What follows belongs to an exercise in optimizing a design on an open flow for small area, a short achievable clock period and few clock cycles per item; a production flow would make more cautious choices. RTL that was checked went through simulation tests only; none was proved equivalent to the original. Power figures rest on the tool's default switching activity, not on a simulated workload.

// recombination_row_generator_core
module recombination_row_generator_core (
    input  logic                          clk,
    input  logic                          rst_n,
    input  logic                          in_valid,
    output logic                          in_stall,
    input  logic [rrg_pkg::GENO_W-1:0]    parent_a,
    input  logic [rrg_pkg::GENO_W-1:0]    parent_b,
    output logic                          out_valid,
    input  logic                          out_stall,
    output logic [rrg_pkg::GENO_W-1:0]    zygote,
    output logic [rrg_pkg::PROB_W-1:0]    probability,
    output logic                          last,
    input  logic                          cfg_valid,
    output logic                          cfg_ready,
    input  logic [rrg_pkg::CFG_IDX_W-1:0] cfg_index,
    input  logic [rrg_pkg::RATE_W-1:0]    cfg_data
);
Settings: LEC_CHECK=0, CAP_MARGIN=20, CORE_MARGIN=2, CORE_UTILIZATION=40, SLEW_MARGIN=20; clock period 11.0 ns.
standard.sh (not shown) runs the stock make flow with config.mk's settings and CLKGATE_MAP_FILE= SYNTH_SCRIPT=/design/flow/synth_recipe.tcl, a recipe that flattens the netlist after the stock synthesis.
==> flow/flow/run.sh <==
#!/bin/bash
# Standard layout with a larger setup repair margin, full log kept here.
bash standard.sh SETUP_SLACK_MARGIN=7 finish > standard.log 2>&1
Edit:
==> flow/flow/run.sh (replaced) <==
#!/bin/bash
# Standard layout with a larger setup repair margin, full log kept here.
bash standard.sh SETUP_SLACK_MARGIN=7.5 finish > standard.log 2>&1
Result: Power increases by a few percent; clock skew increases by 0.018 ns; routed wire length goes up by a few percent; fmax is higher slightly; clock-buffer cell count shrinks by 1; setup slack improves by 0.060 ns; register-to-register slack improved by 0.06 ns.
No functional check of the RTL was part of any run of this note.

* * *

Setup of 04-08:
recombination_row_generator_core, a different RTL version from the one above (not shown whole).
For scale: ~4900 cells after synthesis, ~1400 flip-flops, roughly 63 I/O pins, roughly 60000 um^2 of cells after synthesis.
clock: 11.0 ns
lec_check: 0
cap_margin: 20
core_margin: 2
core_utilization: 40
slew_margin: 20
==> flow/flow/run.sh <==
#!/bin/bash
# Standard layout with a larger setup repair margin, repairing only the
# worst endpoints; full log kept here.
bash standard.sh SETUP_SLACK_MARGIN=7.75 TNS_END_PERCENT=10 finish > standard.log 2>&1
Testbench counts of 04-08, summed over its fixed seeds: cycles 13,000, pairs 240.
diff inputs: 04-08 => 05-27
==> flow/flow/run.sh <==
#!/bin/bash
# Standard layout with a larger setup repair margin, full log kept here.
bash standard.sh SETUP_SLACK_MARGIN=7.25 finish > standard.log 2>&1
==> notes.md <==
Compared with 04-08, 05-27 degrades headroom to the max-slew limit. Count of clock-buffer cells in the layout (05-27 vs. 04-08) increases by a few percent. Side by side, final period utilization turned out higher in 05-27 than in 04-08. Power delta for 05-27 relative to 04-08: 1.7% lower. Core util | 05-27 vs 04-08 | 05-27 lower. 05-27 against 04-08: via count of the first global-routing pass saw little to no change; design area saw a decrease; worst setup slack saw a decrease; power density over the cells saw a decrease; final critical-path required period saw an increase. As far as register area share after synthesis goes, 04-08 and 05-27 are indistinguishable; the numbers are identical.

* * *

== run A ==
recombination_row_generator_core, a different RTL version from the one above (not shown whole).
For scale: ~5800 cells after synthesis, ~1200 flip-flops, roughly 63 I/O pins, roughly 0.057 mm² of cells after synthesis.
clock: 11.0 ns
lec_check: 0
cap_margin: 20
core_margin: 2
core_utilization: 40
slew_margin: 20
==> flow/flow/run.sh <==
#!/bin/bash
# Standard layout with ABC's area script and a larger setup repair margin;
# full log kept here.
bash standard.sh ABC_AREA=1 SETUP_SLACK_MARGIN=7 finish > standard.log 2>&1
Run A | status: complete | timing, DRC, antenna: pass
Testbench counts of run A, summed over its fixed seeds: cycles 12,880, pairs 240.
What run B does differently from run A at the input level:
==> flow/flow/run.sh <==
#!/bin/bash
# Standard layout with a larger setup repair margin, full log kept here.
bash standard.sh SETUP_SLACK_MARGIN=7.5 finish > standard.log 2>&1
[summary]
- Run B ended up with sky130_fd_sc_hd__dfxtp_1 as its most common cell after layout, fill and taps aside; run A ended up with sky130_fd_sc_hd__nand2_1.
- Run B vs run A, critical path capture point: t_sum[0][5] vs t_sum[0][14]
- Against run A, run B comes in 0.050 ns higher on post-layout worst setup margin.
- Run A → run B: non-clock buffer share of cell area down 0.21 points; part of the power in the clock network has increased; share of synthesized flip-flops with an asynchronous set or reset ~0 delta.
## Diff of input files: run C against run B
==> flow/flow/run.sh <==
#!/bin/bash
# Standard layout with a larger setup repair margin, full log kept here.
bash standard.sh SETUP_SLACK_MARGIN=7 finish > standard.log 2>&1
Findings:
- Status: remaining global-route overflow parity (run C, run B)
- Uppermost signal routing layer after detailed routing = met5: run C; uppermost signal routing layer after detailed routing = met4: run B
- Summary — post-layout minimum cycle time, run C relative to run B: lower, by 0.035 ns.
- Worst setup path startpoint = s_sel[5]: run C; worst setup path startpoint = s_sel[4]: run B
- Going from run B to run C, net count reported at finish shrinks by about 0.9%.
- [compare] base=run B new=run C: critical path data required time lost 0.03 ns, power fell 0.00029 W, worst-case headroom to the max-slew limit now larger, sequential cell count held.
- When the final numbers for run B and run C were put side by side, the portion of the layout cell area used by non-clock buffers turned out to be smaller in run C.
For run D, these inputs were changed with respect to run C:
==> flow/flow/run.sh <==
#!/bin/bash
# Standard layout at higher utilisation with a larger setup repair margin;
# full log kept here.
bash standard.sh CORE_UTILIZATION=60 SETUP_SLACK_MARGIN=7 finish > standard.log 2>&1
[summary]
In the reports for run C and run D, the smaller non-clock buffer count belongs to run C. On post-synthesis to final-layout area growth: between run C and run D, it ends up higher for run C. Status: combinational gate power parity (run C, run D). From run C to run D the numbers moved as follows: setup slack went down 0.084 ns; filler-free cell count of the finished design went down about 9%. Relative to run C, leakage power has increased by 0.56% in run D. Worst supply voltage drop on vdd | run D below run C.

* * *

recombination_row_generator_core, a different RTL version from the one above (not shown whole).
Size: about 5300 cells after synthesis, roughly 1400 flip-flops, about 63 I/O pins, ~63000 um^2 of cells after synthesis.
Settings: LEC_CHECK=0, CAP_MARGIN=20, CORE_MARGIN=2, CORE_UTILIZATION=40, SLEW_MARGIN=20; clock period 11.0 ns.
==> flow/flow/run.sh <==
#!/bin/bash
# Standard layout with a larger setup repair margin, full log kept here.
bash standard.sh SETUP_SLACK_MARGIN=7 finish > standard.log 2>&1
Change:
==> flow/flow/run.sh (replaced) <==
#!/bin/bash
# Standard layout with a larger setup repair margin, full log kept here.
bash standard.sh SETUP_SLACK_MARGIN=7.25 finish > standard.log 2>&1
The new run completed with no timing, DRC or antenna violations.
Worst setup slack improved by 0.19 ns.
Final area barely changes.
Fmax goes up by 5.2%.
Non-clock buffer count grows by 6.
Power stays flat.
Worst hold slack gains 0.0037 ns.
Synthesized cell count is unchanged.
Routed wire length is higher by 0.30%.
No run of this note included a check of the RTL's function; only the layout flow was run.

* * *

RTL: one of the versions met above, not the one the previous note started from.
Size in the first run: roughly 1,400 flip-flops, ~63 I/O pins, roughly 0.060 mm2 of cells after synthesis.
==> flow/config.mk <==
export PLATFORM = sky130hd
export DESIGN_NAME = recombination_row_generator_core
export DESIGN_NICKNAME = recombination_row_generator_core
export VERILOG_FILES = /design/flow/design.v
export SDC_FILE = /design/flow/constraint.sdc
export NUM_CORES = 4
export LEC_CHECK = 0
export CAP_MARGIN = 20
export CORE_MARGIN = 2
export CORE_UTILIZATION = 40
export SLEW_MARGIN = 20
==> flow/constraint.sdc <==
create_clock -name core_clock -period 11.0 [get_ports {clk}]
set_input_delay 2.2000 -clock core_clock [delete_from_list [all_inputs] [get_ports {clk}]]
set_output_delay 2.2000 -clock core_clock [all_outputs]
set_load 0.01 [all_outputs]
==> flow/flow/run.sh <==
#!/bin/bash
# Standard layout with a larger setup repair margin, repairing only the
# worst endpoints; full log kept here.
bash standard.sh SETUP_SLACK_MARGIN=7.5 TNS_END_PERCENT=10 finish > standard.log 2>&1
The baseline ran to the end with no violations.
Testbench counts at the start, summed over its fixed seeds: cycles 13,000, pairs 240.
Edit:
==> flow/flow/run.sh (replaced) <==
#!/bin/bash
# Standard layout with a larger setup repair margin, repairing only the
# worst endpoints; full log kept here.
bash standard.sh SETUP_SLACK_MARGIN=7.5 TNS_END_PERCENT=0 finish > standard.log 2>&1
Worst setup slack gets worse by 0.062 ns.
Non-clock buffer count drops by 18.
Power drops by 0.85%.
Synthesized area is unchanged.
Worst hold slack gets worse by 0.0040 ns.

-- port drivers added, routing unchanged --
The results above use ideal ports. As a check the final layouts listed here were re-extracted and re-timed, cells and wires unchanged. Step 1 assumes that a clkbuf_16 drives the clock port and a buf_2 every other input. Step 2, shift: input delay + t, output delay - t, t = (earliest + latest rising clock arrival at the registers) / 2. This alone moves slack from input paths to output paths. a / b / c = ideal ports / drivers / drivers and shift; a / b = the first two.
run	shift t [ns]	setup slack, ns	hold WS [ns]	pins driven straight from the clock port
the first run of note 1	0.807	6.923 / 6.923 / 6.453	0.310 / 0.310 / 0.310	1
the second run of note 1	0.812	6.983 / 6.983 / 6.779	0.318 / 0.318 / 0.318	1
04-08	0.816	7.398 / 7.329 / 7.140	0.314 / 0.314 / 0.314	1
05-27	0.822	7.332 / 7.266 / 6.560	0.317 / 0.317 / 0.317	1
run A	0.790	6.848 / 6.848 / 6.500	0.311 / 0.311 / 0.311	1
run B	0.786	6.898 / 6.898 / 6.891	0.281 / 0.281 / 0.281	1
run C	0.785	6.933 / 6.933 / 6.359	0.304 / 0.304 / 0.304	1
run D	0.781	6.849 / 6.849 / 6.311	0.317 / 0.317 / 0.317	1
the first run of note 4	0.826	7.092 / 7.039 / 6.321	0.315 / 0.315 / 0.315	1
the second run of note 4	0.837	7.285 / 7.211 / 6.625	0.319 / 0.319 / 0.319	1
the first run of note 5	0.816	7.400 / 7.328 / 6.670	0.311 / 0.311 / 0.311	1
the second run of note 5	0.822	7.338 / 7.294 / 6.559	0.307 / 0.307 / 0.307	1
After both steps setup and hold are still met in every run listed. For the second run of note 5, which loses most, drivers alone change the setup slack by -0.044 ns; drivers and shift together by -0.779 ns.
